Background: an optimization exercise with open tools, aiming at small area, a short achievable clock period and few clock cycles per item. Do not read the settings as production practice.
Only simulation tests tie the RTL to the original design; equivalence was not proved.
The flow treats the clock pin as an ideal source. Dropping or thinning the clock tree relies on that and would not hold on a real chip.
Power and IR drop assume default switching activity.

==> inputs of exp/lagoon <==
// desCore
module desCore (
   input logic clk,
   input logic rstN,
   input logic req,
   output logic ack,
   input logic decrypt,
   input logic [desCtrlPkg::BlockW-1:0] block,
   input logic [desCtrlPkg::KeyW-1:0] key,
   output logic [desCtrlPkg::BlockW-1:0] result
);
   localparam int HalfW = desCtrlPkg::HalfW;
   localparam int SubkeyW = desCtrlPkg::SubkeyW;
   logic load;
   logic step;
   logic hold;
   logic shiftOne;
   logic [SubkeyW-1:0] subkey;
   logic [HalfW-1:0] rightHalf;
   logic [HalfW-1:0] fOut;
   desControl uControl (
      .clk(clk),
      .rstN(rstN),
      .req(req),
      .ack(ack),
      .load(load),
      .step(step),
      .hold(hold),
      .shiftOne(shiftOne)
   );
   desKeySchedule uKeySchedule (
      .clk(clk),
      .load(load),
      .shiftOne(shiftOne),
      .decrypt(decrypt),
      .key(key),
      .subkey(subkey)
   );
   desRoundFunction uRoundFunction (
      .rightHalf(rightHalf),
      .subkey(subkey),
      .fOut(fOut)
   );
   desDataPath uDataPath (
      .clk(clk),
      .load(load),
      .step(step),
      .hold(hold),
      .block(block),
      .fOut(fOut),
      .rightHalf(rightHalf),
      .result(result)
   );
endmodule
==> module desControl, before the edit <==
module desControl (
   input logic clk,
   input logic rstN,
   input logic req,
   output logic ack,
   output logic load,
   output logic step,
   output logic hold,
   output logic shiftOne
);
   logic idleQ;
   logic runQ;
   logic doneQ;
   logic [3:0] roundCnt;
   always_ff @(posedge clk)
   begin
      if (!rstN)
      begin
         idleQ <= 1'b1;
         runQ <= 1'b0;
         doneQ <= 1'b0;
      end
      else
      begin
         if (idleQ && req)
         begin
            idleQ <= 1'b0;
            runQ <= 1'b1;
         end
         if (runQ && roundCnt == 4'd15)
         begin
            runQ <= 1'b0;
            doneQ <= 1'b1;
         end
         if (doneQ && !req)
         begin
            doneQ <= 1'b0;  
            idleQ <= 1'b1;
         end
      end
   end
   always_ff @(posedge clk)
   begin
      if (!runQ)
         roundCnt <= '0;
      else
         roundCnt <= roundCnt + 1'b1;
   end
   assign load = idleQ;
   assign step = runQ;
   assign hold = doneQ;
   assign shiftOne = (roundCnt == 4'd0) || (roundCnt == 4'd7) || (roundCnt == 4'd14);
   assign ack = doneQ;
endmodule
clock: 10.0 ns
lec_check: 0
abc_area: 1
cap_margin: 20
core_margin: 2
core_utilization: 60
slew_margin: 20
standard.sh (not shown) runs the stock make flow with config.mk's settings and CLKGATE_MAP_FILE= SYNTH_SCRIPT=/design/flow/synth_recipe.tcl, a recipe that flattens the netlist after the stock synthesis.
==> flow/flow/run.sh <==
#!/bin/bash
# ORFS layout through the standard.sh, with these changes:
#  - synthesis runs flow/synth.tcl (the standard flow's script with the ABC script of
#    flow/logic.abc, no adder extraction, no quick abc pass);
#  - plain buffers on the ports instead of the default delay-cell buffers;
#  - the make variables in flow/make_args (repair targets);
#  - a two-level balanced clock tree (flow/tree_cts.tcl, run as the PRE_CTS hook) in
#    place of TritonCTS's H-tree.
# Each tool's output goes to a log file in this folder.
set -euo pipefail
here=$(pwd)
export MY_ABC_SCRIPT=$here/flow/logic.abc
export PRE_CTS_TCL=$here/flow/tree_cts.tcl
export BUFFER_PORTS_ARGS="-buffer_cell sky130_fd_sc_hd__buf_2"
sed "s#SYNTH_SCRIPT=[^ ]*#SYNTH_SCRIPT=$here/flow/synth.tcl#" standard.sh > my_standard.sh
bash my_standard.sh $(cat flow/make_args) finish > standard.log 2>&1
==> flow/flow/logic.abc <==
strash
dc2
dch -f
amap
topo
stime -c
==> flow/flow/make_args <==
SETUP_SLACK_MARGIN=7.15
==> flow/flow/tree_cts.tcl <==
set block [ord::get_db_block]
set db [ord::get_db]
set master [$db findMaster sky130_fd_sc_hd__clkbuf_16]
set clk_net [$block findNet clk]
set sinks {}
foreach it [$clk_net getITerms] {
  set bb [[$it getInst] getBBox]
  lappend sinks [list $it [expr {([$bb xMin] + [$bb xMax]) / 2}] [expr {([$bb yMin] + [$bb yMax]) / 2}]]
}
puts "tree_cts: [llength $sinks] clock sinks"

proc bisect {items depth axis} {
  if {$depth == 0} { return [list $items] }
  set sorted [lsort -integer -index $axis $items]
  set h [expr {[llength $sorted] / 2}]
  set next [expr {$axis == 1 ? 2 : 1}]
  return [concat [bisect [lrange $sorted 0 [expr {$h - 1}]] [expr {$depth - 1}] $next] \
                 [bisect [lrange $sorted $h end] [expr {$depth - 1}] $next]]
}

proc centre {pts} {
  set sx 0; set sy 0
  foreach p $pts { incr sx [lindex $p 1]; incr sy [lindex $p 2] }
  return [list [expr {$sx / [llength $pts]}] [expr {$sy / [llength $pts]}]]
}

proc add_buf {block master name in_net x y} {
  set net [odb::dbNet_create $block ${name}_net]
  $net setSigType CLOCK
  set buf [odb::dbInst_create $block $master $name]
  [$buf findITerm A] connect $in_net
  [$buf findITerm X] connect $net
  $buf setLocation $x $y
  $buf setPlacementStatus PLACED
  return $net
}

set leaves [bisect $sinks 3 1]
for {set r 0} {$r < 4} {incr r} {
  set ga [lindex $leaves [expr {2 * $r}]]
  set gb [lindex $leaves [expr {2 * $r + 1}]]
  lassign [centre [concat $ga $gb]] rx ry
  set root_net [add_buf $block $master clkbuf_root_$r $clk_net $rx $ry]
  foreach g [list $ga $gb] k {0 1} {
    lassign [centre $g] lx ly
    set leaf_net [add_buf $block $master clkbuf_leaf_${r}_$k $root_net $lx $ly]
    foreach s $g {
      set it [lindex $s 0]
      $it disconnect
      $it connect $leaf_net
    }
    puts "tree_cts: leaf ${r}_$k drives [llength $g] sinks"
  }
}
$clk_net setSigType CLOCK
global_connect
rename clock_tree_synthesis ""
proc clock_tree_synthesis {args} {
  puts "tree_cts: clock_tree_synthesis skipped (tree built in the PRE_CTS hook)"
  set_propagated_clock [all_clocks]
}
Other scripts of this flow, unchanged in this note and not shown: flow/flow/synth.tcl
==> exp/fjord: changes against exp/lagoon <==
--- a/flow/design.v
+++ b/flow/design.v
@@ -1156,4 +1156,5 @@
    logic runQ;
    logic doneQ;
+   logic ackQ;  
    logic [3:0] roundCnt;
    always_ff @(posedge clk)
@@ -1186,4 +1187,13 @@
    always_ff @(posedge clk)
    begin
+      if (!rstN)
+         ackQ <= 1'b0;
+      else if (runQ && roundCnt == 4'd15)
+         ackQ <= 1'b1;
+      else if (ackQ && !req)
+         ackQ <= 1'b0;
+   end
+   always_ff @(posedge clk)
+   begin
       if (!runQ)
          roundCnt <= '0;
@@ -1195,5 +1205,5 @@
    assign hold = doneQ;
    assign shiftOne = (roundCnt == 4'd0) || (roundCnt == 4'd7) || (roundCnt == 4'd14);
-   assign ack = doneQ;
+   assign ack = ackQ;
 endmodule
 module desCore (
--- a/flow/flow/run.sh
+++ b/flow/flow/run.sh
@@ -12,5 +12,5 @@
 export MY_ABC_SCRIPT=$here/flow/logic.abc
 export PRE_CTS_TCL=$here/flow/tree_cts.tcl
-export BUFFER_PORTS_ARGS="-buffer_cell sky130_fd_sc_hd__buf_2"
+export BUFFER_PORTS_ARGS="-buffer_cell sky130_fd_sc_hd__buf_1"
 sed "s#SYNTH_SCRIPT=[^ ]*#SYNTH_SCRIPT=$here/flow/synth.tcl#" standard.sh > my_standard.sh
 bash my_standard.sh $(cat flow/make_args) finish > standard.log 2>&1
==> flow/flow/logic.abc (replaced) <==
strash
&get -n
&dc2
&dc2
&dch -f
&nf -a -R 1000 -F 8 -A 8 -C 32
&put
==> flow/flow/make_args (replaced) <==
SETUP_SLACK_MARGIN=7
--- a/flow/flow/tree_cts.tcl
+++ b/flow/flow/tree_cts.tcl
@@ -1,5 +1,6 @@
 set block [ord::get_db_block]
 set db [ord::get_db]
-set master [$db findMaster sky130_fd_sc_hd__clkbuf_16]
+set root_master [$db findMaster sky130_fd_sc_hd__clkbuf_4]
+set leaf_master [$db findMaster sky130_fd_sc_hd__clkbuf_8]
 set clk_net [$block findNet clk]
 set sinks {}
@@ -41,8 +42,8 @@
   set gb [lindex $leaves [expr {2 * $r + 1}]]
   lassign [centre [concat $ga $gb]] rx ry
-  set root_net [add_buf $block $master clkbuf_root_$r $clk_net $rx $ry]
+  set root_net [add_buf $block $root_master clkbuf_root_$r $clk_net $rx $ry]
   foreach g [list $ga $gb] k {0 1} {
     lassign [centre $g] lx ly
-    set leaf_net [add_buf $block $master clkbuf_leaf_${r}_$k $root_net $lx $ly]
+    set leaf_net [add_buf $block $leaf_master clkbuf_leaf_${r}_$k $root_net $lx $ly]
     foreach s $g {
       set it [lindex $s 0]
==> exp/amber: changes against exp/lagoon <==
--- a/flow/design.v
+++ b/flow/design.v
@@ -1156,4 +1156,5 @@
    logic runQ;
    logic doneQ;
+   logic ackQ;  
    logic [3:0] roundCnt;
    always_ff @(posedge clk)
@@ -1186,4 +1187,13 @@
    always_ff @(posedge clk)
    begin
+      if (!rstN)
+         ackQ <= 1'b0;
+      else if (runQ && roundCnt == 4'd15)
+         ackQ <= 1'b1;
+      else if (ackQ && !req)
+         ackQ <= 1'b0;
+   end
+   always_ff @(posedge clk)
+   begin
       if (!runQ)
          roundCnt <= '0;
@@ -1195,5 +1205,5 @@
    assign hold = doneQ;
    assign shiftOne = (roundCnt == 4'd0) || (roundCnt == 4'd7) || (roundCnt == 4'd14);
-   assign ack = doneQ;
+   assign ack = ackQ;
 endmodule
 module desCore (
--- a/flow/flow/run.sh
+++ b/flow/flow/run.sh
@@ -12,5 +12,5 @@
 export MY_ABC_SCRIPT=$here/flow/logic.abc
 export PRE_CTS_TCL=$here/flow/tree_cts.tcl
-export BUFFER_PORTS_ARGS="-buffer_cell sky130_fd_sc_hd__buf_2"
+export BUFFER_PORTS_ARGS="-buffer_cell sky130_fd_sc_hd__buf_1"
 sed "s#SYNTH_SCRIPT=[^ ]*#SYNTH_SCRIPT=$here/flow/synth.tcl#" standard.sh > my_standard.sh
 bash my_standard.sh $(cat flow/make_args) finish > standard.log 2>&1
==> flow/flow/logic.abc (replaced) <==
strash
&get -n
&dc2
&dc2
&dch -f
&nf -a -R 1000 -F 8 -A 8 -C 32
&put
==> flow/flow/make_args (replaced) <==
SETUP_SLACK_MARGIN=6.9
--- a/flow/flow/tree_cts.tcl
+++ b/flow/flow/tree_cts.tcl
@@ -1,5 +1,6 @@
 set block [ord::get_db_block]
 set db [ord::get_db]
-set master [$db findMaster sky130_fd_sc_hd__clkbuf_16]
+set root_master [$db findMaster sky130_fd_sc_hd__clkbuf_4]
+set leaf_master [$db findMaster sky130_fd_sc_hd__clkbuf_8]
 set clk_net [$block findNet clk]
 set sinks {}
@@ -41,8 +42,8 @@
   set gb [lindex $leaves [expr {2 * $r + 1}]]
   lassign [centre [concat $ga $gb]] rx ry
-  set root_net [add_buf $block $master clkbuf_root_$r $clk_net $rx $ry]
+  set root_net [add_buf $block $root_master clkbuf_root_$r $clk_net $rx $ry]
   foreach g [list $ga $gb] k {0 1} {
     lassign [centre $g] lx ly
-    set leaf_net [add_buf $block $master clkbuf_leaf_${r}_$k $root_net $lx $ly]
+    set leaf_net [add_buf $block $leaf_master clkbuf_leaf_${r}_$k $root_net $lx $ly]
     foreach s $g {
       set it [lindex $s 0]
==> comparison table <==
Highest ir drop seen on vdd: exp/fjord 0.2719 mV; exp/lagoon 0.1746 mV; exp/amber 0.2769 mV
Hold path depth: exp/fjord 2; exp/lagoon 1; exp/amber 2
Final Cycle Share: exp/fjord 29.99%; exp/lagoon 29.47%; exp/amber 31.17%
Kind of end point of the critical path: exp/fjord output port; exp/lagoon flip-flop; exp/amber output port
Compound-Gate Fraction of Synth Area: exp/fjord 38.05%; exp/lagoon 41.92%; exp/amber 38.05%
Flop2flop setup slack: exp/fjord 7200 ps; exp/lagoon 7050 ps; exp/amber 7090 ps
Num sequential: exp/fjord 129; exp/lagoon 128; exp/amber 129
Result of the run: exp/fjord finished clean; exp/lagoon finished clean; exp/amber finished clean
Count leader, synth: exp/fjord a222oi_1; exp/lagoon nor2_1; exp/amber a222oi_1
Die width: exp/fjord 121.8 um; exp/lagoon 124.6 um; exp/amber 121.8 um
Met3 Resource Use GR: exp/fjord 4.494%; exp/lagoon 4.768%; exp/amber 3.699%
Final #Nets: exp/fjord 1,363; exp/lagoon 1,653; exp/amber 1,361
Worst hold path startpoint: exp/fjord uControl.ackQ; exp/lagoon uControl.roundCnt[0]; exp/amber uControl.ackQ
Overall power after layout: exp/fjord 3.464 mW; exp/lagoon 2.891 mW; exp/amber 3.442 mW
# diodes: exp/fjord 1; exp/lagoon 0; exp/amber 1
Placed instance count: exp/fjord 1,393; exp/lagoon 1,659; exp/amber 1,393
GP Congestion: exp/fjord 1.051; exp/lagoon 1.021; exp/amber 1.051
Antenna violations before repair: exp/fjord 1; exp/lagoon 0; exp/amber 1
Slack of the critical path: exp/fjord 7001 ps; exp/lagoon 7053 ps; exp/amber 6883 ps
Internal power: exp/fjord 1.591 mW; exp/lagoon 1.465 mW; exp/amber 1.580 mW
Testbench counts of exp/lagoon, summed over its fixed seeds: cycles 7,680, items 384.
Testbench counts of exp/fjord, summed over its fixed seeds: cycles 7,680, items 384.
Testbench counts of exp/amber, summed over its fixed seeds: cycles 7,680, items 384.
No run of this note takes its clock network from TritonCTS; it comes from the design's own scripts or RTL.

==> separate check: timing with driven ports <==
Ports are ideal in the flow. The routed layouts listed here were re-timed in OpenROAD.
Step 1 (the two cells are an assumption about what drives the block):
set clk [get_ports {clk}]
set_driving_cell -lib_cell sky130_fd_sc_hd__clkbuf_16 $clk
set_driving_cell -lib_cell sky130_fd_sc_hd__buf_2 [delete_from_list [all_inputs] $clk]
Step 2 moves the port delays by t, midway between the first and last clock arrival at a register: inputs arrive t later, outputs are due t later. That takes back most of the time a late clock gives input paths.
Three values: ideal ports, drivers, drivers and shift; two values: the first two.
run	t, ns	slack for setup (ns)	worst register clock-pin slew, ns	pins driven straight from the clock port
exp/lagoon	0.371	7.053 / 7.035 / 6.790	0.08 / 0.08	4
exp/fjord	0.380	7.001 / 6.928 / 6.685	0.11 / 0.11	4
exp/amber	0.378	6.883 / 6.811 / 6.661	0.11 / 0.11	4
After both steps setup and hold are still met in every run listed. For exp/fjord, which loses most, drivers alone change the setup slack by -0.073 ns; drivers and shift together by -0.316 ns.
